This design comes from an exercise in tuning for small area, a short achievable clock period and few clock cycles per item on the open sky130 flow, not from production work.
Where RTL was checked, it was by simulation tests only, not by an equivalence proof against the original.
For runs 1 to 3, only the layout was checked, not whether the RTL still works.
Power figures rest on the tool's default switching activity, not on a simulated workload.

===== design/flow/run.sh =====
#!/bin/bash
# synth_recipe.tcl (not shown) runs the flow's synth.tcl, then flattens the netlist and writes it again
# the make line also repeats each setting of config.mk as NAME=value (left out here)
make -C /OpenROAD-flow-scripts/flow DESIGN_CONFIG=/design/flow/config.mk WORK_HOME=/design/flow/orfs CLKGATE_MAP_FILE= SYNTH_SCRIPT=/design/flow/synth_recipe.tcl finish

===== design/flow/config.mk =====
export PLATFORM = sky130hd
export DESIGN_NAME = conv_acc
export DESIGN_NICKNAME = conv_acc
export VERILOG_FILES = /design/flow/design.v
export SDC_FILE = /design/flow/constraint.sdc
export NUM_CORES = 4
export LEC_CHECK = 0
export CAP_MARGIN = 20
export CORE_MARGIN = 2
export CORE_UTILIZATION = 70
export CTS_BUF_LIST = sky130_fd_sc_hd__clkbuf_16
export CTS_CLUSTER_DIAMETER = 120
export CTS_CLUSTER_SIZE = 30
export SETUP_SLACK_MARGIN = 3.8
export SLEW_MARGIN = 20
export SYNTH_HIERARCHICAL = 1
export TNS_END_PERCENT = 100

===== design/flow/constraint.sdc =====
create_clock -name core_clock -period 7.0 [get_ports {clk}]
set_input_delay 1.4000 -clock core_clock [delete_from_list [all_inputs] [get_ports {clk}]]
set_output_delay 1.4000 -clock core_clock [all_outputs]
set_load 0.01 [all_outputs]

===== design/flow/design.v =====
package conv_pkg;
    localparam int RES_DEPTH = 16;
    localparam logic [1:0] ADR_OPERAND = 2'd0;
    localparam logic [1:0] ADR_RESULT  = 2'd1;
    localparam logic [1:0] ADR_STATUS  = 2'd2;
    localparam logic [1:0] ADR_CLEAR   = 2'd3;
    typedef struct packed {
        logic signed [15:0] psum;
        logic signed [7:0]  fltr;
        logic signed [7:0]  ifmap;
    } operand_t;
endpackage
module conv_mac_cs
(
    input  logic [7:0]  f,
    input  logic [7:0]  x,
    input  logic [15:0] psum,
    output logic [15:0] row_a,
    output logic [15:0] row_b
);
    logic pp0_0;
    logic pp0_1;
    logic pp0_2;
    logic pp0_3;
    logic pp0_4;
    logic pp0_5;
    logic pp0_6;
    logic pp0_7;
    logic pp1_0;
    logic pp1_1;
    logic pp1_2;
    logic pp1_3;
    logic pp1_4;
    logic pp1_5;
    logic pp1_6;
    logic pp1_7;
    logic pp2_0;
    logic pp2_1;
    logic pp2_2;
    logic pp2_3;
    logic pp2_4;
    logic pp2_5;
    logic pp2_6;
    logic pp2_7;
    logic pp3_0;
    logic pp3_1;
    logic pp3_2;
    logic pp3_3;
    logic pp3_4;
    logic pp3_5;
    logic pp3_6;
    logic pp3_7;
    logic pp4_0;
    logic pp4_1;
    logic pp4_2;
    logic pp4_3;
    logic pp4_4;
    logic pp4_5;
    logic pp4_6;
    logic pp4_7;
    logic pp5_0;
    logic pp5_1;
    logic pp5_2;
    logic pp5_3;
    logic pp5_4;
    logic pp5_5;
    logic pp5_6;
    logic pp5_7;
    logic pp6_0;
    logic pp6_1;
    logic pp6_2;
    logic pp6_3;
    logic pp6_4;
    logic pp6_5;
    logic pp6_6;
    logic pp6_7;
    logic pp7_0;
    logic pp7_1;
    logic pp7_2;
    logic pp7_3;
    logic pp7_4;
    logic pp7_5;
    logic pp7_6;
    logic pp7_7;
    logic s1;
    logic c2;
    logic s3;
    logic c4;
    logic s5;
    logic c6;
    logic s7;
    logic c8;
    logic s9;
    logic c10;
    logic s11;
    logic c12;
    logic s13;
    logic c14;
    logic s15;
    logic c16;
    logic s17;
    logic c18;
    logic s19;
    logic c20;
    logic s21;
    logic c22;
    logic s23;
    logic c24;
    logic s25;
    logic c26;
    logic s27;
    logic c28;
    logic s29;
    logic c30;
    logic s31;
    logic c32;
    logic s33;
    logic c34;
    logic s35;
    logic c36;
    logic s37;
    logic c38;
    logic s39;
    logic c40;
    logic s41;
    logic c42;
    logic s43;
    logic c44;
    logic s45;
    logic c46;
    logic s47;
    logic c48;
    logic s49;
    logic c50;
    logic s51;
    logic c52;
    logic s53;
    logic c54;
    logic s55;
    logic c56;
    logic s57;
    logic c58;
    logic s59;
    logic c60;
    logic s61;
    logic c62;
    logic s63;
    logic c64;
    logic s65;
    logic c66;
    logic s67;
    logic c68;
    logic s69;
    logic c70;
    logic s71;
    logic c72;
    logic s73;
    logic c74;
    logic s75;
    logic c76;
    logic s77;
    logic c78;
    logic s79;
    logic c80;
    logic s81;
    logic c82;
    logic s83;
    logic c84;
    logic s85;
    logic c86;
    logic s87;
    logic c88;
    logic s89;
    logic c90;
    logic s91;
    logic c92;
    logic s93;
    logic c94;
    logic s95;
    logic c96;
    logic s97;
    logic c98;
    logic s99;
    logic c100;
    logic s101;
    logic c102;
    logic s103;
    logic c104;
    logic s105;
    logic c106;
    logic s107;
    logic c108;
    logic s109;
    logic c110;
    logic s111;
    logic c112;
    logic s113;
    logic c114;
    assign pp0_0 = x[0] & f[0];
    assign pp0_1 = x[0] & f[1];
    assign pp0_2 = x[0] & f[2];
    assign pp0_3 = x[0] & f[3];
    assign pp0_4 = x[0] & f[4];
    assign pp0_5 = x[0] & f[5];
    assign pp0_6 = x[0] & f[6];
    assign pp0_7 = ~(x[0] & f[7]);
    assign pp1_0 = x[1] & f[0];
    assign pp1_1 = x[1] & f[1];
    assign pp1_2 = x[1] & f[2];
    assign pp1_3 = x[1] & f[3];
    assign pp1_4 = x[1] & f[4];
    assign pp1_5 = x[1] & f[5];
    assign pp1_6 = x[1] & f[6];
    assign pp1_7 = ~(x[1] & f[7]);
    assign pp2_0 = x[2] & f[0];
    assign pp2_1 = x[2] & f[1];
    assign pp2_2 = x[2] & f[2];
    assign pp2_3 = x[2] & f[3];
    assign pp2_4 = x[2] & f[4];
    assign pp2_5 = x[2] & f[5];
    assign pp2_6 = x[2] & f[6];
    assign pp2_7 = ~(x[2] & f[7]);
    assign pp3_0 = x[3] & f[0];
    assign pp3_1 = x[3] & f[1];
    assign pp3_2 = x[3] & f[2];
    assign pp3_3 = x[3] & f[3];
    assign pp3_4 = x[3] & f[4];
    assign pp3_5 = x[3] & f[5];
    assign pp3_6 = x[3] & f[6];
    assign pp3_7 = ~(x[3] & f[7]);
    assign pp4_0 = x[4] & f[0];
    assign pp4_1 = x[4] & f[1];
    assign pp4_2 = x[4] & f[2];
    assign pp4_3 = x[4] & f[3];
    assign pp4_4 = x[4] & f[4];
    assign pp4_5 = x[4] & f[5];
    assign pp4_6 = x[4] & f[6];
    assign pp4_7 = ~(x[4] & f[7]);
    assign pp5_0 = x[5] & f[0];
    assign pp5_1 = x[5] & f[1];
    assign pp5_2 = x[5] & f[2];
    assign pp5_3 = x[5] & f[3];
    assign pp5_4 = x[5] & f[4];
    assign pp5_5 = x[5] & f[5];
    assign pp5_6 = x[5] & f[6];
    assign pp5_7 = ~(x[5] & f[7]);
    assign pp6_0 = x[6] & f[0];
    assign pp6_1 = x[6] & f[1];
    assign pp6_2 = x[6] & f[2];
    assign pp6_3 = x[6] & f[3];
    assign pp6_4 = x[6] & f[4];
    assign pp6_5 = x[6] & f[5];
    assign pp6_6 = x[6] & f[6];
    assign pp6_7 = ~(x[6] & f[7]);
    assign pp7_0 = ~(x[7] & f[0]);
    assign pp7_1 = ~(x[7] & f[1]);
    assign pp7_2 = ~(x[7] & f[2]);
    assign pp7_3 = ~(x[7] & f[3]);
    assign pp7_4 = ~(x[7] & f[4]);
    assign pp7_5 = ~(x[7] & f[5]);
    assign pp7_6 = ~(x[7] & f[6]);
    assign pp7_7 = x[7] & f[7];
    conv_ha u_s1 (.a(pp0_5), .b(pp1_4), .s(s1), .co(c2));
    conv_fa u_s3 (.a(pp0_6), .b(pp1_5), .ci(pp2_4), .s(s3), .co(c4));
    conv_ha u_s5 (.a(pp3_3), .b(pp4_2), .s(s5), .co(c6));
    conv_fa u_s7 (.a(pp0_7), .b(pp1_6), .ci(pp2_5), .s(s7), .co(c8));
    conv_fa u_s9 (.a(pp3_4), .b(pp4_3), .ci(pp5_2), .s(s9), .co(c10));
    conv_ha u_s11 (.a(pp6_1), .b(pp7_0), .s(s11), .co(c12));
    conv_fa u_s13 (.a(pp1_7), .b(pp2_6), .ci(pp3_5), .s(s13), .co(c14));
    conv_fa u_s15 (.a(pp4_4), .b(pp5_3), .ci(pp6_2), .s(s15), .co(c16));
    conv_fa u_s17 (.a(pp7_1), .b(psum[8]), .ci(1'b1), .s(s17), .co(c18));
    conv_fa u_s19 (.a(pp2_7), .b(pp3_6), .ci(pp4_5), .s(s19), .co(c20));
    conv_fa u_s21 (.a(pp5_4), .b(pp6_3), .ci(pp7_2), .s(s21), .co(c22));
    conv_fa u_s23 (.a(pp3_7), .b(pp4_6), .ci(pp5_5), .s(s23), .co(c24));
    conv_ha u_s25 (.a(pp0_3), .b(pp1_2), .s(s25), .co(c26));
    conv_fa u_s27 (.a(pp0_4), .b(pp1_3), .ci(pp2_2), .s(s27), .co(c28));
    conv_ha u_s29 (.a(pp3_1), .b(pp4_0), .s(s29), .co(c30));
    conv_fa u_s31 (.a(s1), .b(pp2_3), .ci(pp3_2), .s(s31), .co(c32));
    conv_fa u_s33 (.a(pp4_1), .b(pp5_0), .ci(psum[5]), .s(s33), .co(c34));
    conv_fa u_s35 (.a(c2), .b(s3), .ci(s5), .s(s35), .co(c36));
    conv_fa u_s37 (.a(pp5_1), .b(pp6_0), .ci(psum[6]), .s(s37), .co(c38));
    conv_fa u_s39 (.a(c4), .b(c6), .ci(s7), .s(s39), .co(c40));
    conv_fa u_s41 (.a(s9), .b(s11), .ci(psum[7]), .s(s41), .co(c42));
    conv_fa u_s43 (.a(c8), .b(c10), .ci(c12), .s(s43), .co(c44));
    conv_fa u_s45 (.a(s13), .b(s15), .ci(s17), .s(s45), .co(c46));
    conv_fa u_s47 (.a(c14), .b(c16), .ci(c18), .s(s47), .co(c48));
    conv_fa u_s49 (.a(s19), .b(s21), .ci(psum[9]), .s(s49), .co(c50));
    conv_fa u_s51 (.a(c20), .b(c22), .ci(s23), .s(s51), .co(c52));
    conv_fa u_s53 (.a(pp6_4), .b(pp7_3), .ci(psum[10]), .s(s53), .co(c54));
    conv_fa u_s55 (.a(c24), .b(pp4_7), .ci(pp5_6), .s(s55), .co(c56));
    conv_fa u_s57 (.a(pp6_5), .b(pp7_4), .ci(psum[11]), .s(s57), .co(c58));
    conv_fa u_s59 (.a(pp5_7), .b(pp6_6), .ci(pp7_5), .s(s59), .co(c60));
    conv_ha u_s61 (.a(pp0_2), .b(pp1_1), .s(s61), .co(c62));
    conv_fa u_s63 (.a(s25), .b(pp2_1), .ci(pp3_0), .s(s63), .co(c64));
    conv_fa u_s65 (.a(c26), .b(s27), .ci(s29), .s(s65), .co(c66));
    conv_fa u_s67 (.a(c28), .b(c30), .ci(s31), .s(s67), .co(c68));
    conv_fa u_s69 (.a(c32), .b(c34), .ci(s35), .s(s69), .co(c70));
    conv_fa u_s71 (.a(c36), .b(c38), .ci(s39), .s(s71), .co(c72));
    conv_fa u_s73 (.a(c40), .b(c42), .ci(s43), .s(s73), .co(c74));
    conv_fa u_s75 (.a(c44), .b(c46), .ci(s47), .s(s75), .co(c76));
    conv_fa u_s77 (.a(c48), .b(c50), .ci(s51), .s(s77), .co(c78));
    conv_fa u_s79 (.a(c52), .b(c54), .ci(s55), .s(s79), .co(c80));
    conv_fa u_s81 (.a(c56), .b(c58), .ci(s59), .s(s81), .co(c82));
    conv_fa u_s83 (.a(c60), .b(pp6_7), .ci(pp7_6), .s(s83), .co(c84));
    conv_ha u_s85 (.a(pp0_1), .b(pp1_0), .s(s85), .co(c86));
    conv_fa u_s87 (.a(s61), .b(pp2_0), .ci(psum[2]), .s(s87), .co(c88));
    conv_fa u_s89 (.a(c62), .b(s63), .ci(psum[3]), .s(s89), .co(c90));
    conv_fa u_s91 (.a(c64), .b(s65), .ci(psum[4]), .s(s91), .co(c92));
    conv_fa u_s93 (.a(c66), .b(s67), .ci(s33), .s(s93), .co(c94));
    conv_fa u_s95 (.a(c68), .b(s69), .ci(s37), .s(s95), .co(c96));
    conv_fa u_s97 (.a(c70), .b(s71), .ci(s41), .s(s97), .co(c98));
    conv_fa u_s99 (.a(c72), .b(s73), .ci(s45), .s(s99), .co(c100));
    conv_fa u_s101 (.a(c74), .b(s75), .ci(s49), .s(s101), .co(c102));
    conv_fa u_s103 (.a(c76), .b(s77), .ci(s53), .s(s103), .co(c104));
    conv_fa u_s105 (.a(c78), .b(s79), .ci(s57), .s(s105), .co(c106));
    conv_fa u_s107 (.a(c80), .b(s81), .ci(psum[12]), .s(s107), .co(c108));
    conv_fa u_s109 (.a(c82), .b(s83), .ci(psum[13]), .s(s109), .co(c110));
    conv_fa u_s111 (.a(c84), .b(pp7_7), .ci(psum[14]), .s(s111), .co(c112));
    conv_ha u_s113 (.a(psum[15]), .b(1'b1), .s(s113), .co(c114));
    assign row_a = {c112, c110, c108, c106, c104, c102, c100, c98, c96, c94, c92, c90, c88, c86, s85, pp0_0};
    assign row_b = {s113, s111, s109, s107, s105, s103, s101, s99, s97, s95, s93, s91, s89, s87, psum[1], psum[0]};
endmodule
module conv_add16
(
    input  logic [15:0] a,
    input  logic [15:0] b,
    output logic [15:0] s
);
    logic [15:0] g;
    logic [15:0] p;
    logic gg1;
    logic pp1;
    logic gg2;
    logic pp2;
    logic gg3;
    logic pp3;
    logic gg4;
    logic pp4;
    logic gg5;
    logic pp5;
    logic gg6;
    logic pp6;
    logic gg7;
    logic pp7;
    logic gg8;
    logic pp8;
    logic gg9;
    logic pp9;
    logic gg10;
    logic pp10;
    logic gg11;
    logic pp11;
    logic gg12;
    logic pp12;
    logic gg13;
    logic pp13;
    logic gg14;
    logic pp14;
    logic gg15;
    logic pp15;
    logic gg16;
    logic pp16;
    logic gg17;
    logic pp17;
    logic gg18;
    logic pp18;
    logic gg19;
    logic pp19;
    logic gg20;
    logic pp20;
    logic gg21;
    logic pp21;
    logic gg22;
    logic pp22;
    logic gg23;
    logic pp23;
    logic gg24;
    logic pp24;
    logic gg25;
    logic pp25;
    logic gg26;
    logic pp26;
    assign g = a & b;
    assign p = a ^ b;
    assign gg1 = g[1] | (p[1] & g[0]);
    assign pp1 = p[1] & p[0];
    assign gg2 = g[3] | (p[3] & g[2]);
    assign pp2 = p[3] & p[2];
    assign gg3 = g[5] | (p[5] & g[4]);
    assign pp3 = p[5] & p[4];
    assign gg4 = g[7] | (p[7] & g[6]);
    assign pp4 = p[7] & p[6];
    assign gg5 = g[9] | (p[9] & g[8]);
    assign pp5 = p[9] & p[8];
    assign gg6 = g[11] | (p[11] & g[10]);
    assign pp6 = p[11] & p[10];
    assign gg7 = g[13] | (p[13] & g[12]);
    assign pp7 = p[13] & p[12];
    assign gg8 = g[15] | (p[15] & g[14]);
    assign pp8 = p[15] & p[14];
    assign gg9 = gg2 | (pp2 & gg1);
    assign pp9 = pp2 & pp1;
    assign gg10 = gg4 | (pp4 & gg3);
    assign pp10 = pp4 & pp3;
    assign gg11 = gg6 | (pp6 & gg5);
    assign pp11 = pp6 & pp5;
    assign gg12 = gg8 | (pp8 & gg7);
    assign pp12 = pp8 & pp7;
    assign gg13 = gg10 | (pp10 & gg9);
    assign pp13 = pp10 & pp9;
    assign gg14 = gg12 | (pp12 & gg11);
    assign pp14 = pp12 & pp11;
    assign gg15 = gg14 | (pp14 & gg13);
    assign pp15 = pp14 & pp13;
    assign gg16 = gg11 | (pp11 & gg13);
    assign pp16 = pp11 & pp13;
    assign gg17 = gg3 | (pp3 & gg9);
    assign pp17 = pp3 & pp9;
    assign gg18 = gg5 | (pp5 & gg13);
    assign pp18 = pp5 & pp13;
    assign gg19 = gg7 | (pp7 & gg16);
    assign pp19 = pp7 & pp16;
    assign gg20 = g[2] | (p[2] & gg1);
    assign pp20 = p[2] & pp1;
    assign gg21 = g[4] | (p[4] & gg9);
    assign pp21 = p[4] & pp9;
    assign gg22 = g[6] | (p[6] & gg17);
    assign pp22 = p[6] & pp17;
    assign gg23 = g[8] | (p[8] & gg13);
    assign pp23 = p[8] & pp13;
    assign gg24 = g[10] | (p[10] & gg18);
    assign pp24 = p[10] & pp18;
    assign gg25 = g[12] | (p[12] & gg16);
    assign pp25 = p[12] & pp16;
    assign gg26 = g[14] | (p[14] & gg19);
    assign pp26 = p[14] & pp19;
    assign s = p ^ {gg26, gg19, gg25, gg16, gg24, gg18, gg23, gg13, gg22, gg17, gg21, gg9, gg20, gg1, g[0], 1'b0};
endmodule
module conv_fa
(
    input  logic a,
    input  logic b,
    input  logic ci,
    output logic s,
    output logic co
);
    assign s  = a ^ b ^ ci;
    assign co = (a & b) | (a & ci) | (b & ci);
endmodule
module conv_ha
(
    input  logic a,
    input  logic b,
    output logic s,
    output logic co
);
    assign s  = a ^ b;
    assign co = a & b;
endmodule
module conv_rd_bit #(
    parameter bit HAS_ST = 1'b0
)
(
    input  logic [1:0] adr,
    input  logic       head_v,
    input  logic       res,
    input  logic       st,
    output logic       dat
);
    if (HAS_ST) begin : g_st
        assign dat = (adr[0] && !adr[1] && head_v && res) || (adr[1] && !adr[0] && st);
    end else begin : g_res
        assign dat = adr[0] && !adr[1] && head_v && res;
    end
endmodule
module conv_pick #(
    parameter int N = 15
)
(
    input  logic [N-1:0] sel,
    input  logic [N-1:0] d,
    output logic         q
);
    assign q = |(sel & d);
endmodule
module conv_acc
(
    input  logic        clk,
    input  logic        arst_n,
    input  logic        wb_cyc,
    input  logic        wb_stb,
    input  logic        wb_we,
    input  logic [1:0]  wb_adr,
    input  logic [31:0] wb_dat_i,
    output logic        wb_ack,
    output logic [31:0] wb_dat_o
);
    localparam int DEPTH = conv_pkg::RES_DEPTH - 1;
    logic               req;
    logic               wr_operand;
    logic               rd_result;
    logic               wr_clear;
    logic               accept;
    logic               pop;
    logic               full;
    conv_pkg::operand_t op;
    logic [15:0]        cs_a;
    logic [15:0]        cs_b;
    logic               stage_v;
    logic [15:0]        st_a;
    logic [15:0]        st_b;
    logic [15:0]        mac;
    logic               head_v;
    logic [15:0]        head;
    logic [15:0]        mem [DEPTH];
    logic [4:0]         nrsel;
    logic [4:0]         rsel;
    logic               more;
    logic               shift;
    logic               take;
    logic               head_en;
    logic [DEPTH-1:0]   pick;
    logic [15:0]        oldest;
    logic [15:0]        head_d;
    logic               overflow;
    logic               underflow;
    logic               busy;
    logic [3:0]         status;
    assign req        = wb_cyc && wb_stb;
    assign wb_ack     = req;
    assign wr_operand = req &&  wb_we && !wb_adr[1] && !wb_adr[0];
    assign rd_result  = req && !wb_we && !wb_adr[1] &&  wb_adr[0];
    assign wr_clear   = req &&  wb_we &&  wb_adr[1] &&  wb_adr[0];
    assign rsel   = ~nrsel;
    assign more   = !rsel[4];
    assign full   = head_v && ((rsel == 5'd14) || (stage_v && (rsel == 5'd13)));
    assign accept = wr_operand && !full;
    assign pop    = rd_result && head_v;
    assign shift   = stage_v && head_v && (more || !pop);
    assign take    = pop && more;
    assign head_en = pop || (stage_v && !head_v);
    always_ff @(posedge clk or negedge arst_n) begin
        if (!arst_n) begin
            stage_v   <= 1'b0;
            head_v    <= 1'b0;
            nrsel     <= '0;
            overflow  <= 1'b0;
            underflow <= 1'b0;
        end else begin
            stage_v <= accept;
            if (pop && !more && !stage_v) begin
                head_v <= 1'b0;
            end else if (stage_v) begin
                head_v <= 1'b1;
            end
            case ({shift, take})
                2'b10:   nrsel <= nrsel - 1'b1;
                2'b01:   nrsel <= nrsel + 1'b1;
                default: nrsel <= nrsel;
            endcase
            if (wr_clear) begin
                overflow  <= 1'b0;
                underflow <= 1'b0;
            end else begin
                if (wr_operand && full)   overflow  <= 1'b1;
                if (rd_result && !head_v) underflow <= 1'b1;
            end
        end
    end
    assign op = conv_pkg::operand_t'(wb_dat_i);
    conv_mac_cs u_mac (
        .f     (op.fltr),
        .x     (op.ifmap),
        .psum  (op.psum),
        .row_a (cs_a),
        .row_b (cs_b)
    );
    always_ff @(posedge clk) begin
        st_a <= cs_a;
        st_b <= cs_b;
    end
    conv_add16 u_add (
        .a (st_a),
        .b (st_b),
        .s (mac)
    );
    always_comb begin
        for (int i = 0; i < DEPTH; i++) begin
            pick[i] = (rsel[3:0] == i);
        end
    end
    for (genvar b = 0; b < 16; b++) begin : g_pick
        logic [DEPTH-1:0] col;
        for (genvar i = 0; i < DEPTH; i++) begin : g_col
            assign col[i] = mem[i][b];
        end
        conv_pick #(.N(DEPTH)) u_pick (
            .sel (pick),
            .d   (col),
            .q   (oldest[b])
        );
    end
    assign head_d = more ? oldest : mac;
    always_ff @(posedge clk) begin
        if (head_en) begin
            head <= head_d;
        end
    end
    always_ff @(posedge clk) begin
        if (shift) begin
            mem[0] <= mac;
            for (int i = 1; i < DEPTH; i++) begin
                mem[i] <= mem[i-1];
            end
        end
    end
    assign busy   = head_v || stage_v;
    assign status = {busy, !busy, underflow, overflow};
    for (genvar b = 0; b < 16; b++) begin : g_rd
        conv_rd_bit #(.HAS_ST(b < 4)) u_rd (
            .adr    (wb_adr),
            .head_v (head_v),
            .res    (head[b]),
            .st     ((b < 4) ? status[b % 4] : 1'b0),
            .dat    (wb_dat_o[b])
        );
    end
    assign wb_dat_o[31:16] = '0;
endmodule

==> results of run 1 <==
## per-module statistics from Yosys, one instance, submodules excluded, excerpt
| module | cell area [um2] | flip-flops and latches |
|---|---|---|
| conv_add16 | 581 | 0 |
| conv_mac_cs | 614 | 0 |
| conv_fa | 20.0 | 0 |
| conv_acc | 9410 | 297 |
| conv_ha | 12.5 | 0 |
## layout make-up
type	instances	area share
multi-input combinational	443	0.302
sequential	297	0.595
clock buffer	13	0.0226
timing repair inverter	2	0.000870
timing repair buffer	74	0.0506
inverter	22	0.00627
clock inverter	8	0.00218
tap	229	0.0199
## registers in the layout, indices dropped and copies added (netlist names)
signal     count
head          16
head_v         1
mem          240
nrsel          5
overflow       1
st_a          16
st_b          16
stage_v        1
underflow      1
## synthesized netlist by cell type, drive strengths merged (2+ instances only)
cell / n / area share
a22oi: 64 / 0.037
dfrtp: 9 / 0.017
o21ai: 11 / 0.0042
nand4: 16 / 0.0077
xor2: 4 / 0.0027
nor3: 7 / 0.0027
a22o: 16 / 0.011
edfxtp: 256 / 0.59
o311ai: 2 / 0.0013
o211ai: 2 / 0.0012
dfxtp: 32 / 0.049
o21a: 2 / 0.0012
inv: 22 / 0.0064
and4b: 12 / 0.0092
o2111ai: 2 / 0.0013
nand3: 3 / 0.0012
nand2: 29 / 0.0084
a221oi: 16 / 0.011
nor2: 15 / 0.0043
a222oi: 16 / 0.012
a21o: 4 / 0.0024
nand2b: 5 / 0.0030
fa: 58 / 0.089
buf: 53 / 0.031
and2: 52 / 0.025
and3: 16 / 0.0077
xnor2: 7 / 0.0047
mux2: 17 / 0.015
conb: 2 / 0.00058
nand4b: 5 / 0.0034
ha: 25 / 0.024
a21oi: 7 / 0.0027
## what timing repair did
action                                 in CTS  in global routing
buffers inserted                            6                  6
gates cloned                                3                  2
gates resized for setup                   207                 36
pin swaps                                  19                 26
endpoints found under the hold margin       0                  0
setup endpoints to repair                 296                247
## per-layer routing
metal,global-route usage,vias up
li1,-,3151
met1,0.380,3700
met4,0.0920,0
met5,0,-
met3,0.0503,88
met2,0.466,462
## power by group
group	leakage, nW	switching [mW]	internal, mW
clock	0.201	0.497	0.344
combinational	2.07	0.812	0.634
sequential	2.68	0.147	2.10
total	4.95	1.46	3.08
## cell families after synthesis
family,after synthesis,synth area share
other cells,2,0.000578
xor+xnor,11,0.00741
buf+inv,76,0.0378
mux,18,0.0155
simple gates,165,0.0763
compound gates,148,0.0907
flops,297,0.658
fa+ha+maj,83,0.113
## layout by cell type (no fill, tap or decap), types with 8 or more instances in the layout
cell | netlist | routed
ha_1 | 25 | 21
nand2_1 | 29 | 26
inv_1 | 22 | 27
buf_4 | 48 | 15
clkbuf_16 | 0 | 14
a221oi_1 | 16 | 16
clkdlybuf4s50_1 | 0 | 16
edfxtp_1 | 256 | 256
dfxtp_1 | 32 | 32
and2_1 | 51 | 34
buf_2 | 2 | 17
fa_2 | 0 | 34
conb_1 | 2 | 18
nand4_1 | 16 | 16
a222oi_1 | 16 | 16
fa_1 | 58 | 24
a22oi_1 | 64 | 64
and3_1 | 16 | 16
a22o_1 | 16 | 16
and2_4 | 1 | 18
nor2_2 | 0 | 8
and4b_1 | 12 | 12
buf_6 | 3 | 11
mux2_2 | 17 | 17
## worst paths after layout
path,startpoint,slack [ns],cells after the start,end
worst max-delay path,wb_adr[1],3.62,3,wb_dat_o[4]
worst min-delay path,mem[6][12],0.45,0,mem[7][12]
worst max register to register,st_a[0],3.95,9,head[15]
worst min register to register,mem[6][12],0.45,0,mem[7][12]
max in group asynchronous,arst_n,5.47,1,nrsel[4]
min in group asynchronous,arst_n,1.20,1,nrsel[0]
==> results.yml, run 1 <==
timing:
  finalSetupTns_ns: 0
  clock-skew-final_ns: 0.0147
  maxClockFrequency_mhz: 296
  timing.final.crit_period_ns: 3.38
  max_slew.worst_pin.slew_ns: 1.18
  layout_worst_path_cycle_share: 0.482
  timing.final.hold_violations: 0
  finalWorstSetupSlack_ns: 3.62
  finalSetupViolCount: 0
  max-slew-margin-rel: 0.211
  holdWs_ns: 0.451
  rsz0062_at_grt: "yes"
  timing_max_transition_violations_final: 0
cells_and_area:
  nets: 975
  fillerInstances: 938
  area_taken_by_multi_input_logic_gates_um2: 4350
  ff_latch_area_um2: 8560
  fin_cells: 1088
  postLayoutCellArea_um2: 14400
  final_layout_size_suffix_gt1_frac: 0.207
  antenna_cells: 0
  postLayoutCoreUtil: 0.795
  area_growth_pct: 10.7
outcome:
  run_status: "complete, no violations"
grt:
  grt-ovfl-total: 0
  global_route.usage.total: 0.279
  first_pass_grt_wire_length_um: 41100
  first_global_vias: 7363
  grt_antenna_before_repair: 0
  grt_max_degree: 123
synth:
  synth_async_sr_flop_share: 0.0303
  seq_area_frac_synth: 0.658
  synth-edff-count: 256
  synth_warnings: 8
  post_synth_inst_count: 800
  synth.avg_cell_area_um2: 16.2
  mappedNetlistArea_um2: 13000
  ys.flop_type: "edfxtp_1"
  synth-seq-cells: 297
  ys_types: 50
detailed_routing:
  route.final.wire_length_um: 27800
  route.detailed.vias_per_inst: 6.80
  drt_pass1_iterations: 7
  wirelength_met1_um: 10400
  post_dr_wirelength_cell_um: 25.5
  drc: 0
  dr_wl_met3_um: 2700
  route.vias.total: 7401
  routed.top_layer: "met4"
  drt_iter0_markers: 1019
  wl_met2_um: 13600
  antenna_left: 0
die:
  dieArea_um2: 19700
  die_width_um: 140
  core_um2: 18100
  boundaryPins: 72
  start_util: 0.718
  floorplan.rows: 49
  die_h_um: 140
worst_setup_path:
  worst-path-buf-inv: 2
  start_to_end_type_of_the_worst_setup_path: "in -> out"
  crit_path_end_kind: "output port"
  critical_path_start_type: "primary input"
  timing.critical_path.slowest_cell_delay_ns: 0.30
  data_required_time_at_the_worst_endpoint_ns: 5.60
  timing.critical_path.max_delay_family: "simple AND/OR/NAND/NOR gates"
  critical_path.cell_chain: "buf_12 -> and4b_1 -> buf_2"
  cpMaxStageDelayCell: "and4b_1"
  timing.critical_path.fanout_max: 6
  worst-endpoint-arrival_ns: 1.98
placed_design:
  placedInstanceArea_um2: 13700
  placed_cells: 1050
  dp.final_hpwl_um: 16800
  io_buffers: 55
  dp_worst_setup_slack_ns: 2.24
  globalplace.congestion: 0.873
cts:
  numCtsBuffers: 13
  insertion_delay_ns: 0.49
  cts.path.max_buffers: 3
  clock_sinks: 297
  cts_hold_buf: 0
  clk_pin_slew_worst_paths_ns: 0.11
  cts_tree: "yes"
  clock-root-buffer: "clkbuf_16"
  cts_htree_levels: 1
pwr:
  peakVddDrop_mv: 0.253
  pwr_density_cell_nw_per_um2: 315
  static-leakage-power_nw: 4.95
  fin_total_pwr_mw: 4.53
min_path:
  min-delay-path-class: "reg -> reg"
job:
  max_cap_violations: 0
==> run 2, diff against run 1 <==
--- a/design/flow/config.mk
+++ b/design/flow/config.mk
@@ -8,5 +8,5 @@
 export CAP_MARGIN = 20
 export CORE_MARGIN = 2
-export CORE_UTILIZATION = 70
+export CORE_UTILIZATION = 65
 export CTS_BUF_LIST = sky130_fd_sc_hd__clkbuf_16
 export CTS_CLUSTER_DIAMETER = 120
==> run 2 against run 1 <==
First-iteration DRC count decreased by 11%. Design area decreased by 0.84%. Global-route usage decreased by 1.3 points. Die area increased by 7.5%. Clock skew increased by 0.0082 ns. Maximum frequency increased by 0.26%. Setup slack improved by 0.0088 ns. Still clean. Critical path type unchanged. Sequential power about the same. Power decreased by 0.19%.
==> results.yml, run 2 <==
cells_and_area:
  postLayoutCoreUtil: 0.730
  nets: 968
  final_layout_size_suffix_gt1_frac: 0.196
  area_growth_pct: 9.74
  leading_cell_type_in_the_layout_fill_and_taps_excluded: "edfxtp_1"
  fin_cells: 1114
  fillerInstances: 1260
  layout_common_cells: "edfxtp_1, a22oi_1, and2_1"
  postLayoutCellArea_um2: 14300
  antenna_cells: 0
  largest-register: "mem"
  largest_reg_flops: 240
detailed_routing:
  drc: 0
  route.final.wire_length_um: 27900
  drt_iter0_markers: 912
  antenna_left: 0
  drt_pass1_iterations: 8
  post_dr_wirelength_cell_um: 25.0
  route.detailed.vias_per_inst: 6.52
  route.vias.total: 7261
synth:
  ys.flop_type: "edfxtp_1"
  area_contributors_post_synth: "edfxtp_1, fa_1, dfxtp_1"
  synth-seq-cells: 297
  post_synth_fa_ha_maj_area_fraction: 0.113
  synth-edff-count: 256
  mappedNetlistArea_um2: 13000
  synth_top_area_share: 0.592
  seq_area_frac_synth: 0.658
  yosys.area_share.xor_xnor: 0.00741
  yosys-mux-area-fraction: 0.0155
  ys_top_cells_by_count: "edfxtp_1, a22oi_1, fa_1, and2_1, buf_4"
  yosys.area.top_type: "edfxtp_1"
  post_synth_and_or_nand_nor_area_fraction: 0.0763
  synth-compound-area-share: 0.0907
  synth_warnings: 8
  post_synth_inst_count: 800
  synth_async_sr_flop_share: 0.0303
  synth.avg_cell_area_um2: 16.2
  synth_most_common_cell: "edfxtp_1"
  main_combinational_cell_family_by_area_after_synthesis: "adder cells"
  ys_types: 50
worst_setup_path:
  critical_path_start_type: "primary input"
  worst_reg2reg_path_length_in_cells: 9
  crit_path_end_kind: "output port"
  worst-endpoint-arrival_ns: 1.97
  data_required_time_at_the_worst_endpoint_ns: 5.60
  start_to_end_type_of_the_worst_setup_path: "in -> out"
  timing.critical_path.fanout_max: 6
timing:
  max_slew.worst_pin.slew_ns: 1.24
  finalSetupTns_ns: 0
  max-slew-margin-rel: 0.170
  holdWs_ns: 0.448
  finalSetupViolCount: 0
  clock-skew-final_ns: 0.0229
  timing.final.hold_violations: 0
  maxClockFrequency_mhz: 297
  finalWorstSetupSlack_ns: 3.63
  timing_max_transition_violations_final: 0
  timing.final.crit_period_ns: 3.37
  rsz0062_at_grt: "yes"
  layout_worst_path_cycle_share: 0.481
pwr:
  static-leakage-power_nw: 4.87
  fin_total_pwr_mw: 4.52
  peakVddDrop_mv: 0.273
  pwr_density_cell_nw_per_um2: 317
grt:
  grt_max_degree: 130
  grt-ovfl-total: 0
  grt_antenna_before_repair: 0
  first_pass_grt_wire_length_um: 42900
  global_route.usage.total: 0.266
  first_global_vias: 7448
die:
  die_h_um: 145
  core_um2: 19500
  floorplan.rows: 51
  start_util: 0.665
  boundaryPins: 72
  dieArea_um2: 21100
  die_width_um: 145
placed_design:
  io_buffers: 55
  dp_worst_setup_slack_ns: 2.23
  placed_cells: 1086
  placedInstanceArea_um2: 13800
  globalplace.congestion: 0.853
  dp.final_hpwl_um: 17100
cts:
  clock-root-buffer: "clkbuf_16"
  cts.path.max_buffers: 3
  clock_sinks: 297
  cts_hold_buf: 0
  cts_tree: "yes"
  numCtsBuffers: 13
  clk_pin_slew_worst_paths_ns: 0.11
  cts_htree_levels: 1
  insertion_delay_ns: 0.50
job:
  max_cap_violations: 0
min_path:
  min_path_cells: 0
  min-delay-path-class: "reg -> reg"
outcome:
  run_status: "complete, no violations"
==> run 2: cell counts after synthesis <==
Identical to the previous run, type by type.
==> run 2: per-module statistics from Yosys, one instance, submodules excluded, a selection <==
module,cell area [um2],cells inside
conv_acc,9410,413
conv_mac_cs,614,98
conv_add16,581,64
conv_fa,20.0,1
conv_ha,12.5,1
==> run 2: area by class of cell <==
type	count	area, um2	area share
Clock buffer	13	325	0.0228
Inverter	22	86.3	0.00605
Clock inverter	5	20.0	0.00140
Timing Repair Buffer	69	642	0.0450
Sequential cell	297	8560	0.600
Tap cell	265	332	0.0233
Multi-Input combinational cell	443	4300	0.301
==> run 2: metal layers <==
layer  wire (um)  track usage  part of all wire
met1       10800        0.374              0.39
met2       13600        0.440              0.49
met3        2560       0.0404             0.092
met4         924       0.0814             0.033
met5           0            0                 0
==> run 2: critical path, cell delays in order <==
cell     delay [ns]
buf_16         0.12
and4b_1        0.29
buf_2          0.15
==> run 2: what timing repair did <==
| item | in CTS | in global routing |
|---|---|---|
| endpoints found under the setup margin | 299 | 25 |
| gates cloned | 2 | 0 |
| pin swaps | 26 | 12 |
| resized for setup | 207 | 14 |
| buffers inserted | 3 | 5 |
==> run 2: logic make-up (layout without fill, tap and decap cells) <==
| group | Yosys count | count (layout) |
|---|---|---|
| other | 2 | 18 |
| and+or+nand+nor | 165 | 165 |
| DFF | 297 | 297 |
| xor gates and xnor gates | 11 | 11 |
| muxes | 18 | 18 |
| buffers and inverters | 76 | 109 |
| AOI/OAI and AO/OA | 148 | 148 |
| adders and majority gates | 83 | 83 |
==> run 2: final timing paths <==
path	start	slack, ns	endpoint
min in group asynchronous	arst_n	1.19	underflow
max reg2reg	st_a[0]	3.91	head[15]
max in group asynchronous	arst_n	5.49	head_v
min	mem[3][6]	0.45	mem[4][6]
min reg2reg	mem[3][6]	0.45	mem[4][6]
max	wb_adr[1]	3.63	wb_dat_o[4]
==> run 2: power breakdown <==
part	leakage [nW]	total [mW]	internal (mW)	switching [mW]
logic	2.00	1.44	0.626	0.818
clock network	0.182	0.841	0.342	0.499
registers	2.69	2.24	2.10	0.139
==> run 3, diff against run 2 <==
==> design/flow/flow/run.sh (new file) <==
#!/bin/bash
# The standard layout, with power recovery (downsizing cells off the
# critical paths) after global routing and plain buffers on the ports.
set -e
cat >> config.mk <<'EOC'
export RECOVER_POWER = 100
export BUFFER_PORTS_ARGS = -buffer_cell sky130_fd_sc_hd__buf_2
EOC
bash standard.sh > standard.log 2>&1
==> design/flow/standard.sh (new file) <==
#!/bin/bash
# synth_recipe.tcl (not shown) runs the flow's synth.tcl, then flattens the netlist and writes it again
# the make line also repeats each setting of config.mk as NAME=value (left out here)
make -C /OpenROAD-flow-scripts/flow DESIGN_CONFIG=/design/flow/config.mk WORK_HOME=/design/flow/orfs CLKGATE_MAP_FILE= SYNTH_SCRIPT=/design/flow/synth_recipe.tcl "${@:-finish}"
--- a/design/flow/config.mk
+++ b/design/flow/config.mk
@@ -8,5 +8,5 @@
 export CAP_MARGIN = 20
 export CORE_MARGIN = 2
-export CORE_UTILIZATION = 65
+export CORE_UTILIZATION = 70
 export CTS_BUF_LIST = sky130_fd_sc_hd__clkbuf_16
 export CTS_CLUSTER_DIAMETER = 120
@@ -16,2 +16,4 @@
 export SYNTH_HIERARCHICAL = 1
 export TNS_END_PERCENT = 100
+export RECOVER_POWER = 100
+export BUFFER_PORTS_ARGS = -buffer_cell sky130_fd_sc_hd__buf_2
removed: design/flow/run.sh
==> run 3 against run 2 <==
The layout now fails its checks (max-capacitance violations, max-slew violations). Global-route usage increased by 0.80 points. Flip-flop and latch count unchanged. Clock power about the same. Clock skew decreased by 0.010 ns. Non-clock buffer count increased by 2. Combinational power decreased by 4%. Worst hold slack improved by 0.0014 ns. Sequential share of layout area increased by 1.2 points. Critical path type is now in -> reg. Largest cell class unchanged. Largest power group unchanged.
==> results.yml, run 3 <==
cts:
  cts_hold_buf: 0
  cts_htree_levels: 1
  insertion_delay_ns: 0.49
  cts.path.max_buffers: 3
  clock-root-buffer: "clkbuf_16"
  clock_sinks: 297
  clk_pin_slew_worst_paths_ns: 0.11
  numCtsBuffers: 13
  cts_tree: "yes"
grt:
  first_pass_grt_wire_length_um: 40800
  grt_max_degree: 53
  grt-ovfl-total: 0
  grt_antenna_before_repair: 0
  global_route.usage.total: 0.274
  first_global_vias: 7186
cells_and_area:
  area_growth_pct: 7.61
  antenna_cells: 0
  largest-register: "mem"
  fillerInstances: 1070
  final_layout_size_suffix_gt1_frac: 0.158
  layout_common_cells: "edfxtp_1, a22oi_1, fa_1"
  fin_cells: 1085
  postLayoutCoreUtil: 0.773
  postLayoutCellArea_um2: 14000
  nets: 971
  leading_cell_type_in_the_layout_fill_and_taps_excluded: "edfxtp_1"
  largest_reg_flops: 240
timing:
  finalSetupTns_ns: 0
  max_slew.worst_pin.slew_ns: 3.42
  maxClockFrequency_mhz: 210
  max-slew-margin-rel: -1.30
  holdWs_ns: 0.449
  timing.final.crit_period_ns: 4.77
  layout_worst_path_cycle_share: 0.682
  finalWorstSetupSlack_ns: 2.23
  rsz0062_at_grt: "yes"
  timing_max_transition_violations_final: 104
  finalSetupViolCount: 0
  clock-skew-final_ns: 0.0126
  timing.final.hold_violations: 0
synth:
  synth-edff-count: 256
  synth_top_area_share: 0.592
  area_contributors_post_synth: "edfxtp_1, fa_1, dfxtp_1"
  seq_area_frac_synth: 0.658
  synth_warnings: 8
  ys.flop_type: "edfxtp_1"
  synth_most_common_cell: "edfxtp_1"
  ys_top_cells_by_count: "edfxtp_1, a22oi_1, fa_1, and2_1, buf_4"
  synth_async_sr_flop_share: 0.0303
  mappedNetlistArea_um2: 13000
  synth.avg_cell_area_um2: 16.2
  post_synth_inst_count: 800
  ys_types: 50
  yosys.area.top_type: "edfxtp_1"
  synth-seq-cells: 297
pwr:
  static-leakage-power_nw: 4.77
  clock_power_share: 0.189
  pwr_density_cell_nw_per_um2: 319
  switching_share: 0.318
  peakVddDrop_mv: 0.219
  fin_total_pwr_mw: 4.46
  intPower_mw: 3.04
  combPwrFrac: 0.310
  seq_power_share: 0.500
  power.switching_mw: 1.42
die:
  die_width_um: 140
  core_um2: 18100
  boundaryPins: 72
  dieArea_um2: 19700
  start_util: 0.718
  floorplan.rows: 49
  die_h_um: 140
detailed_routing:
  post_dr_wirelength_cell_um: 24.9
  route.final.wire_length_um: 27100
  antenna_left: 0
  route.vias.total: 7260
  drt_iter0_markers: 749
  drt_pass1_iterations: 6
  route.detailed.vias_per_inst: 6.69
  drc: 0
worst_setup_path:
  rrSetupSlack_ns: 2.29
  start_to_end_type_of_the_worst_setup_path: "in -> reg"
  worst-endpoint-arrival_ns: 4.83
  timing.critical_path.fanout_max: 47
  crit_path_end_kind: "register"
  data_required_time_at_the_worst_endpoint_ns: 7.06
  critical_path_start_type: "primary input"
min_path:
  min-delay-path-class: "reg -> reg"
placed_design:
  placedInstanceArea_um2: 13500
  placed_cells: 1051
  globalplace.congestion: 0.869
  io_buffers: 55
  dp.final_hpwl_um: 17100
  dp_worst_setup_slack_ns: 2.69
job:
  max_cap_violations: 3
outcome:
  run_status: "failed layout checks"
  check.faults: "max-capacitance violations, max-slew violations"
## run 3: logic make-up after synthesis
| logic type | after synthesis | synth area share |
|---|---|---|
| AOI/OAI and AO/OA | 148 | 0.0907 |
| xor gates and xnor gates | 11 | 0.00741 |
| adders and majority gates | 83 | 0.113 |
| buffers and inverters | 76 | 0.0378 |
| DFF | 297 | 0.658 |
| muxes | 18 | 0.0155 |
| other | 2 | 0.000578 |
| and+or+nand+nor | 165 | 0.0763 |
## run 3: final timing paths
kind                       startpoint   endpoint  depth (start not counted)
hold / removal              mem[5][9]  mem[6][9]                          0
min in group asynchronous      arst_n  underflow                          1
setup / recovery            wb_adr[1]  mem[7][4]                          6
setup reg to reg             nrsel[0]    head[1]                          6
hold reg to reg             mem[5][9]  mem[6][9]                          0
max in group asynchronous      arst_n     head_v                          1
## run 3: Yosys stat by module, one instance, submodules excluded, excerpt
| module | copies in the design | area [um2] |
|---|---|---|
| conv_add16 | 1 | 581 |
| conv_ha | 8 | 12.5 |
| conv_acc | 1 | 9410 |
| conv_fa | 49 | 20.0 |
| conv_mac_cs | 1 | 614 |
## run 3: final cells by class
class | instances | area [um2] | area share
multi-input combinational | 443 | 4200 | 0.300
timing repair buffer | 71 | 484 | 0.0346
clock inverter | 9 | 40.0 | 0.00286
clock buffer | 13 | 325 | 0.0233
sequential | 297 | 8560 | 0.612
tap | 229 | 287 | 0.0205
timing repair inverter | 1 | 5.00 | 0.000358
inverter | 22 | 83.8 | 0.00600
## run 3: repair_timing
item                       CTS  global route
pin swaps                   13            19
setup buffers                2             4
cloned                       3             1
gates resized for setup     38            15
setup endpoints to repair  264           162
hold endpoints to repair     0             0
## run 3: critical path, cell delays in order
cell and delay, ns:
clkbuf_1 0.30, nand4b_1 0.22, nor2_1 0.11, a21o_4 0.22, clkinvlp_2 0.78, clkbuf_1 1.76
## run 3: power by group through the flow
stage	Combinational, mW	Sequential [mW]	Clock (mW)
detailed placement	1.36	2.27	0
floorplan	1.07	2.20	0
global placement	1.30	2.27	0
global route	1.52	2.25	0.909
finish	1.38	2.23	0.843
CTS	1.38	2.23	0.855
## run 3: layer usage
layer	vias to the layer above	global-route usage	wire length, um	part of all wire
met4	0	0.0946	834	0.031
li1	3144	-	-	-
met5	-	0	0	0
met3	62	0.0403	2600	0.096
met2	400	0.449	13200	0.49
met1	3654	0.386	10500	0.39
==> run 4, diff against run 3 <==
--- a/design/flow/design.v
+++ b/design/flow/design.v
@@ -463,5 +463,4 @@
 (
     input  logic [1:0] adr,
-    input  logic       head_v,
     input  logic       res,
     input  logic       st,
@@ -469,7 +468,7 @@
 );
     if (HAS_ST) begin : g_st
-        assign dat = (adr[0] && !adr[1] && head_v && res) || (adr[1] && !adr[0] && st);
+        assign dat = (adr[0] && !adr[1] && res) || (adr[1] && !adr[0] && st);
     end else begin : g_res
-        assign dat = adr[0] && !adr[1] && head_v && res;
+        assign dat = adr[0] && !adr[1] && res;
     end
 endmodule
@@ -601,7 +600,9 @@
         );
     end
-    assign head_d = more ? oldest : mac;
-    always_ff @(posedge clk) begin
-        if (head_en) begin
+    assign head_d = more ? oldest : (stage_v ? mac : 16'd0);
+    always_ff @(posedge clk or negedge arst_n) begin
+        if (!arst_n) begin
+            head <= '0;
+        end else if (head_en) begin
             head <= head_d;
         end
@@ -620,5 +621,4 @@
         conv_rd_bit #(.HAS_ST(b < 4)) u_rd (
             .adr    (wb_adr),
-            .head_v (head_v),
             .res    (head[b]),
             .st     ((b < 4) ? status[b % 4] : 1'b0),
==> design/flow/run.sh (new file) <==
#!/bin/bash
# synth_recipe.tcl (not shown) runs the flow's synth.tcl, then flattens the netlist and writes it again
# the make line also repeats each setting of config.mk as NAME=value (left out here)
make -C /OpenROAD-flow-scripts/flow DESIGN_CONFIG=/design/flow/config.mk WORK_HOME=/design/flow/orfs CLKGATE_MAP_FILE= SYNTH_SCRIPT=/design/flow/synth_recipe.tcl finish
--- a/design/flow/config.mk
+++ b/design/flow/config.mk
@@ -8,5 +8,5 @@
 export CAP_MARGIN = 20
 export CORE_MARGIN = 2
-export CORE_UTILIZATION = 70
+export CORE_UTILIZATION = 65
 export CTS_BUF_LIST = sky130_fd_sc_hd__clkbuf_16
 export CTS_CLUSTER_DIAMETER = 120
@@ -16,4 +16,2 @@
 export SYNTH_HIERARCHICAL = 1
 export TNS_END_PERCENT = 100
-export RECOVER_POWER = 100
-export BUFFER_PORTS_ARGS = -buffer_cell sky130_fd_sc_hd__buf_2
removed: design/flow/flow/run.sh
removed: design/flow/standard.sh
==> run 4 against run 3 <==
Now clean on timing, DRC and antenna. Non-clock buffer count increased by 2. Routed wire length rose by 4.0%. Critical path depth down 2. Synthesized cell count rose by 4.8%. Clock power hardly changed. Area after synthesis up 0.64%. Highest routed layer unchanged. Maximum frequency rose by 44%. Design area rose by 4.0%. Final cell count increased by 6.5%. Setup slack improved by 1.5 ns. Core utilization fell by 3.1 points. Largest cell class unchanged. Critical endpoint is now wb_dat_o[0].
==> results.yml, run 4 <==
synth:
  synth_top_area_share: 0.551
  synth_async_sr_flop_share: 0.0842
  ys.flop_type: "edfxtp_1"
  synth.avg_cell_area_um2: 15.6
  yosys.area.top_type: "edfxtp_1"
  ys_top_cells_by_count: "edfxtp_1, a22oi_1, fa_1, buf_4, and2_1"
  synth-edff-count: 240
  synth_most_common_cell: "edfxtp_1"
  ys_types: 55
  post_synth_inst_count: 838
  synth_warnings: 8
  area_contributors_post_synth: "edfxtp_1, fa_1, dfxtp_1"
  synth-seq-cells: 297
  seq_area_frac_synth: 0.648
  mappedNetlistArea_um2: 13100
worst_setup_path:
  crit_path_end_kind: "output port"
  worst_reg2reg_path_length_in_cells: 7
  critical_path.cell_chain: "buf_16 -> nand3b_1 -> o21ai_2 -> buf_2"
  timing.critical_path.fanout_max: 6
  critical_path_start_type: "primary input"
  rrSetupSlack_ns: 3.90
  worst-endpoint-arrival_ns: 1.91
  data_required_time_at_the_worst_endpoint_ns: 5.60
  worst_reg2reg_path_endpoint: "head[9]"
  timing.rr.start: "nrsel[2]"
  cpMaxStageDelayCell: "nand3b_1"
  start_to_end_type_of_the_worst_setup_path: "in -> out"
  timing.critical_path.slowest_cell_delay_ns: 0.18
timing:
  maxClockFrequency_mhz: 302
  clock-skew-final_ns: 0.0108
  timing.final.crit_period_ns: 3.31
  max_slew.worst_pin.slew_ns: 1.19
  timing.final.hold_violations: 0
  holdWs_ns: 0.459
  max-slew-margin-rel: 0.203
  timing_max_transition_violations_final: 0
  finalSetupViolCount: 0
  rsz0062_at_grt: "yes"
  finalSetupTns_ns: 0
  layout_worst_path_cycle_share: 0.473
pwr:
  peakVddDrop_mv: 0.176
  static-leakage-power_nw: 5.04
  pwr_density_cell_nw_per_um2: 312
grt:
  first_pass_grt_wire_length_um: 43300
  global_route.usage.total: 0.266
  grt-ovfl-total: 0
  grt_antenna_before_repair: 0
  first_global_vias: 7646
  grt_max_degree: 239
placed_design:
  io_buffers: 55
  dp.final_hpwl_um: 17400
  globalplace.congestion: 0.847
cells_and_area:
  layout_common_cells: "edfxtp_1, a22oi_1, and2_1"
  largest-register: "mem"
  antenna_cells: 0
  nets: 1006
  leading_cell_type_in_the_layout_fill_and_taps_excluded: "edfxtp_1"
  fillerInstances: 1260
  area_growth_pct: 11.2
  largest_reg_flops: 240
  final_layout_size_suffix_gt1_frac: 0.200
die:
  die_h_um: 146
  boundaryPins: 72
  start_util: 0.667
  core_um2: 19600
  die_width_um: 146
  dieArea_um2: 21300
  floorplan.rows: 51
cts:
  clock_sinks: 297
  insertion_delay_ns: 0.48
  cts_tree: "yes"
  cts_htree_levels: 1
  cts.path.max_buffers: 3
  clock-root-buffer: "clkbuf_16"
  clk_pin_slew_worst_paths_ns: 0.11
  numCtsBuffers: 13
min_path:
  min_delay_worst_endpoint: "mem[2][7]"
  min_path_cells: 0
  min-delay-path-class: "reg -> reg"
  worstHoldStart: "mem[1][7]"
detailed_routing:
  drc: 0
  post_dr_wirelength_cell_um: 24.4
  route.final.wire_length_um: 28100
  route.vias.total: 7477
  drt_pass1_iterations: 7
  route.detailed.vias_per_inst: 6.47
  drt_iter0_markers: 881
  antenna_left: 0
job:
  max_cap_violations: 0
outcome:
  run_status: "complete, no violations"
-- run 4: layer usage --
metal / vias up / wire, um / track usage
li1: 3253 / - / -
met5: - / 0 / 0
met3: 48 / 2250 / 0.0445
met4: 0 / 706 / 0.0877
met2: 343 / 13900 / 0.430
met1: 3833 / 11300 / 0.375
-- run 4: power breakdown --
group | total (mW) | leakage [nW] | internal (mW) | switching [mW]
registers | 2.25 | 2.72 | 2.08 | 0.164
clock network | 0.842 | 0.198 | 0.344 | 0.498
logic | 1.45 | 2.12 | 0.602 | 0.844
-- run 4: worst max-delay path by stage --
stage / start / to / cells past startpoint / slack [ns]
floorplan: wb_adr[1] / mem[0][0] / 4 / 1.27
global placement: wb_adr[1] / wb_dat_o[2] / 4 / 2.36
detailed placement: wb_adr[1] / nrsel[4] / 12 / 2.22
CTS: wb_adr[1] / wb_dat_o[10] / 3 / 3.69
global route: wb_adr[0] / wb_dat_o[1] / 4 / 3.66
finish: wb_adr[0] / wb_dat_o[0] / 4 / 3.69
-- run 4: cell type report --
type | count | area (um2) | area share
multi-input cells | 477 | 4550 | 0.313
clock inverters | 8 | 31.3 | 0.00215
repair buffers | 73 | 753 | 0.0518
inverters | 22 | 82.6 | 0.00568
clock buffers | 13 | 325 | 0.0224
well taps | 265 | 332 | 0.0228
flip-flops and latches | 297 | 8470 | 0.582
-- run 4: through the flow --
stage	setup slack (ns)	utilization	power (mW)	instance area, um2	instances
2_1_floorplan	1.27	-	3.26	13300	854
3_3_place_gp	2.36	0.707	3.60	13900	1119
3_5_place_dp	2.22	0.707	3.65	13900	1119
4_1_cts	3.69	0.731	4.48	14300	1147
5_1_grt	3.66	0.743	4.78	14500	1155
6_report	3.69	0.743	4.54	14500	1155
-- run 4: cell families after synthesis --
| kind of cell | share of synthesized area |
|---|---|
| buffers and inverters | 0.0399 |
| other | 0.000574 |
| AND/OR/NAND/NOR | 0.0821 |
| adder cells (fa/ha/maj) | 0.113 |
| flip-flops | 0.648 |
| AO/OA/AOI/OAI | 0.109 |
| XOR/XNOR | 0.00737 |
| multiplexers | 0.000766 |
-- run 4: Yosys stat by module (local to each module, per instance), excerpt --
module | flip-flops and latches | cells | copies in the design | cell area (um2)
conv_acc | 297 | 451 | 1 | 9490
conv_mac_cs | 0 | 98 | 1 | 614
conv_add16 | 0 | 64 | 1 | 581
conv_fa | 0 | 1 | 49 | 20.0
conv_ha | 0 | 1 | 8 | 12.5
-- run 4: repair_timing --
item | in CTS | in global routing
pin swaps | 18 | 8
hold buffers | 0 | 0
gates resized for setup | 213 | 20
gates cloned | 3 | 1
hold endpoints to repair | 0 | 0
setup endpoints to repair | 296 | 29
setup buffers | 4 | 5
-- run 4: worst max-delay path: cells and delay by family --
family                 cells  cell delay [ns]
buffers and inverters      2             0.25
and+or+nand+nor            1             0.18
AOI/OAI and AO/OA          1             0.07
Testbench counts of run 4, summed over its fixed seeds: cycles 9,600, items 3,200.
==> run 5, diff against run 4 <==
--- a/design/flow/config.mk
+++ b/design/flow/config.mk
@@ -8,5 +8,5 @@
 export CAP_MARGIN = 20
 export CORE_MARGIN = 2
-export CORE_UTILIZATION = 65
+export CORE_UTILIZATION = 70
 export CTS_BUF_LIST = sky130_fd_sc_hd__clkbuf_16
 export CTS_CLUSTER_DIAMETER = 120
==> run 5 against run 4 <==
Still clean on timing, DRC and antenna. Non-clock buffer count decreased by 3. Clock power about the same. Sequential share of layout area increased by 0.73 points. Critical path type unchanged. Highest routed layer unchanged.
==> results.yml, run 5 <==
timing:
  rsz0062_at_grt: "yes"
  clock-skew-final_ns: 0.0205
  max-slew-margin-rel: 0.180
  layout_worst_path_cycle_share: 0.471
  timing.final.crit_period_ns: 3.29
  timing.final.hold_violations: 0
  finalSetupTns_ns: 0
  finalWorstSetupSlack_ns: 3.71
  timing_max_transition_violations_final: 0
  finalSetupViolCount: 0
  maxClockFrequency_mhz: 304
  max_slew.worst_pin.slew_ns: 1.23
synth:
  seq_area_frac_synth: 0.648
  post_synth_inst_count: 838
  area_contributors_post_synth: "edfxtp_1, fa_1, dfxtp_1"
  synth_warnings: 8
  ys_top_cells_by_count: "edfxtp_1, a22oi_1, fa_1, buf_4, and2_1"
  ys_types: 55
  yosys.area.top_type: "edfxtp_1"
  synth-edff-count: 240
  synth-seq-cells: 297
  mappedNetlistArea_um2: 13100
  synth_most_common_cell: "edfxtp_1"
  synth_top_area_share: 0.551
  ys.flop_type: "edfxtp_1"
  synth_async_sr_flop_share: 0.0842
  synth.avg_cell_area_um2: 15.6
outcome:
  run_status: "complete, no violations"
worst_setup_path:
  timing.rr.start: "nrsel[3]"
  worst-path-buf-inv: 2
  worst-endpoint-arrival_ns: 1.89
  crit_path_end_kind: "output port"
  timing.critical_path.slowest_cell_delay_ns: 0.16
  timing.critical_path.fanout_max: 6
  rrSetupSlack_ns: 3.88
  critical_path_start_type: "primary input"
  data_required_time_at_the_worst_endpoint_ns: 5.60
  worst_reg2reg_path_length_in_cells: 7
  start_to_end_type_of_the_worst_setup_path: "in -> out"
  timing.critical_path.max_delay_family: "buffers and inverters"
  critical_path.cell_chain: "buf_16 -> nand3b_1 -> o21ai_2 -> buf_2"
  cpMaxStageDelayCell: "nand3b_1"
  worst_reg2reg_path_endpoint: "head[8]"
  cp.depth: 4
cts:
  cts_hold_buf: 0
  numCtsBuffers: 13
  clock-root-buffer: "clkbuf_16"
  clock_sinks: 297
  insertion_delay_ns: 0.50
  cts_htree_levels: 1
  cts_tree: "yes"
  clk_pin_slew_worst_paths_ns: 0.10
  cts.path.max_buffers: 3
cells_and_area:
  postLayoutCellArea_um2: 14400
  ff_latch_area_um2: 8470
  antenna_cells: 0
  postLayoutCoreUtil: 0.792
  leading_cell_type_in_the_layout_fill_and_taps_excluded: "edfxtp_1"
  largest-register: "mem"
  final_layout_size_suffix_gt1_frac: 0.178
  fillerInstances: 1021
  area_growth_pct: 9.87
  fin_cells: 1116
  nets: 1003
  largest_reg_flops: 240
  area_taken_by_multi_input_logic_gates_um2: 4440
  layout_common_cells: "edfxtp_1, a22oi_1, and2_1"
detailed_routing:
  drt_iter0_markers: 936
  drc: 0
  antenna_left: 0
  route.detailed.vias_per_inst: 6.73
  drt_pass1_iterations: 7
  route.vias.total: 7509
  route.final.wire_length_um: 28100
  post_dr_wirelength_cell_um: 25.2
die:
  start_util: 0.721
  core_um2: 18100
  boundaryPins: 72
  die_h_um: 141
  die_width_um: 141
  dieArea_um2: 19800
  floorplan.rows: 49
pwr:
  pwr_density_cell_nw_per_um2: 313
  static-leakage-power_nw: 5.01
  peakVddDrop_mv: 0.200
grt:
  first_pass_grt_wire_length_um: 42300
  grt-ovfl-total: 0
  global_route.usage.total: 0.286
  grt_antenna_before_repair: 0
  grt_max_degree: 241
  first_global_vias: 7525
placed_design:
  dp.final_hpwl_um: 17200
  placed_cells: 1083
  globalplace.congestion: 0.868
  dp_worst_setup_slack_ns: 2.17
  io_buffers: 55
  placedInstanceArea_um2: 13800
job:
  max_cap_violations: 0
min_path:
  min-delay-path-class: "reg -> reg"
  worstHoldStart: "mem[10][9]"
  min_delay_worst_endpoint: "mem[11][9]"
  min_path_cells: 0
[run 5: repair_timing]
item | CTS | global route
pin swaps | 19 | 13
endpoints found under the setup margin | 298 | 32
setup buffers | 3 | 4
gates resized for setup | 199 | 15
cloned | 4 | 0
[run 5: logic make-up after synthesis]
group	synth area share
AOI/OAI and AO/OA	0.109
DFF	0.648
buffers and inverters	0.0399
other	0.000574
and+or+nand+nor	0.0821
xor gates and xnor gates	0.00737
muxes	0.000766
adders and majority gates	0.113
[run 5: cell type report]
class                           instances  area share
Clock buffer                           13      0.0226
Clock inverter                          8     0.00218
Inverter                               22     0.00575
Multi-Input combinational cell        477       0.309
Sequential cell                       297       0.590
Tap cell                              229      0.0199
Timing Repair Buffer                   70      0.0509
[run 5: modules after synthesis (local to each module, per instance), excerpt]
module / cell area, um2 / cells / copies in the design / flops+latches
conv_ha: 12.5 / 1 / 8 / 0
conv_acc: 9490 / 451 / 1 / 297
conv_fa: 20.0 / 1 / 49 / 0
conv_add16: 581 / 64 / 1 / 0
conv_mac_cs: 614 / 98 / 1 / 0
[run 5: worst register-to-register path, stage by stage (launching register included)]
cell and delay [ns]:
dfrtp_1 0.74, nand2b_1 0.34, nor2_2 0.99, a22oi_1 0.24, and3_1 0.23, nand4_1 0.16
a22oi_1 0.16, a21oi_1 0.21
[run 5: metrics by stage]
step | power, mW | hold WS (ns)
floorplan | 3.26 | 0.425
global placement | 3.59 | 0.430
detailed placement | 3.65 | 0.434
CTS | 4.47 | 0.459
global route | 4.70 | 0.466
finish | 4.49 | 0.460
[run 5: worst max path at each step]
stage                        endpoint      start  slack [ns]
after floorplan             mem[0][0]  wb_adr[1]        1.27
after global placement    wb_dat_o[0]  wb_adr[1]        2.25
after detailed placement     nrsel[4]  wb_adr[1]        2.17
after CTS                 wb_dat_o[1]  wb_adr[0]        3.70
after global routing      wb_dat_o[1]  wb_adr[0]        3.67
final                     wb_dat_o[1]  wb_adr[0]        3.71
[run 5: metal layers]
layer	routed length [um]	GRT usage	vias to the layer above
met3	2510	0.0394	51
met2	13900	0.483	401
met5	0	0	-
li1	-	-	3244
met1	10800	0.393	3813
met4	867	0.0947	0
[run 5: where the power goes]
group	internal, mW	switching [mW]
clock network	0.344	0.500
registers	2.08	0.167
logic	0.572	0.827

-- what the ideal ports hide --
In the flow no input, the clock included, has a driving cell. The finished layouts below were timed again as built, in two steps.
Step 1 assumes that a clkbuf_16 drives the clock port and a buf_2 every other input.
Step 2 adds t to the input delays and takes it off the output delays; t is the mean of the earliest and latest rising clock arrival at the registers after step 1. Input paths then give back, and output paths get back, about the clock's delay inside the block.
a / b / c = ideal / step 1 / step 2; a / b = the first two.
run	t, ns	setup slack, ns	worst setup path at the end	worst register clock-pin slew, ns
run 1	0.531	3.624 / 3.456 / 3.133	input to register	0.12 / 0.12
run 2	0.535	3.632 / 3.445 / 3.162	input to register	0.12 / 0.12
run 3	0.527	2.228 / 2.044 / 1.517	input to register	0.11 / 0.11
run 4	0.524	3.688 / 3.452 / 3.167	input to register	0.11 / 0.11
run 5	0.538	3.706 / 3.484 / 3.203	input to register	0.11 / 0.11
The setup slack of run 3, which loses most, moves by -0.184 ns with the drivers and by -0.711 ns with both steps.
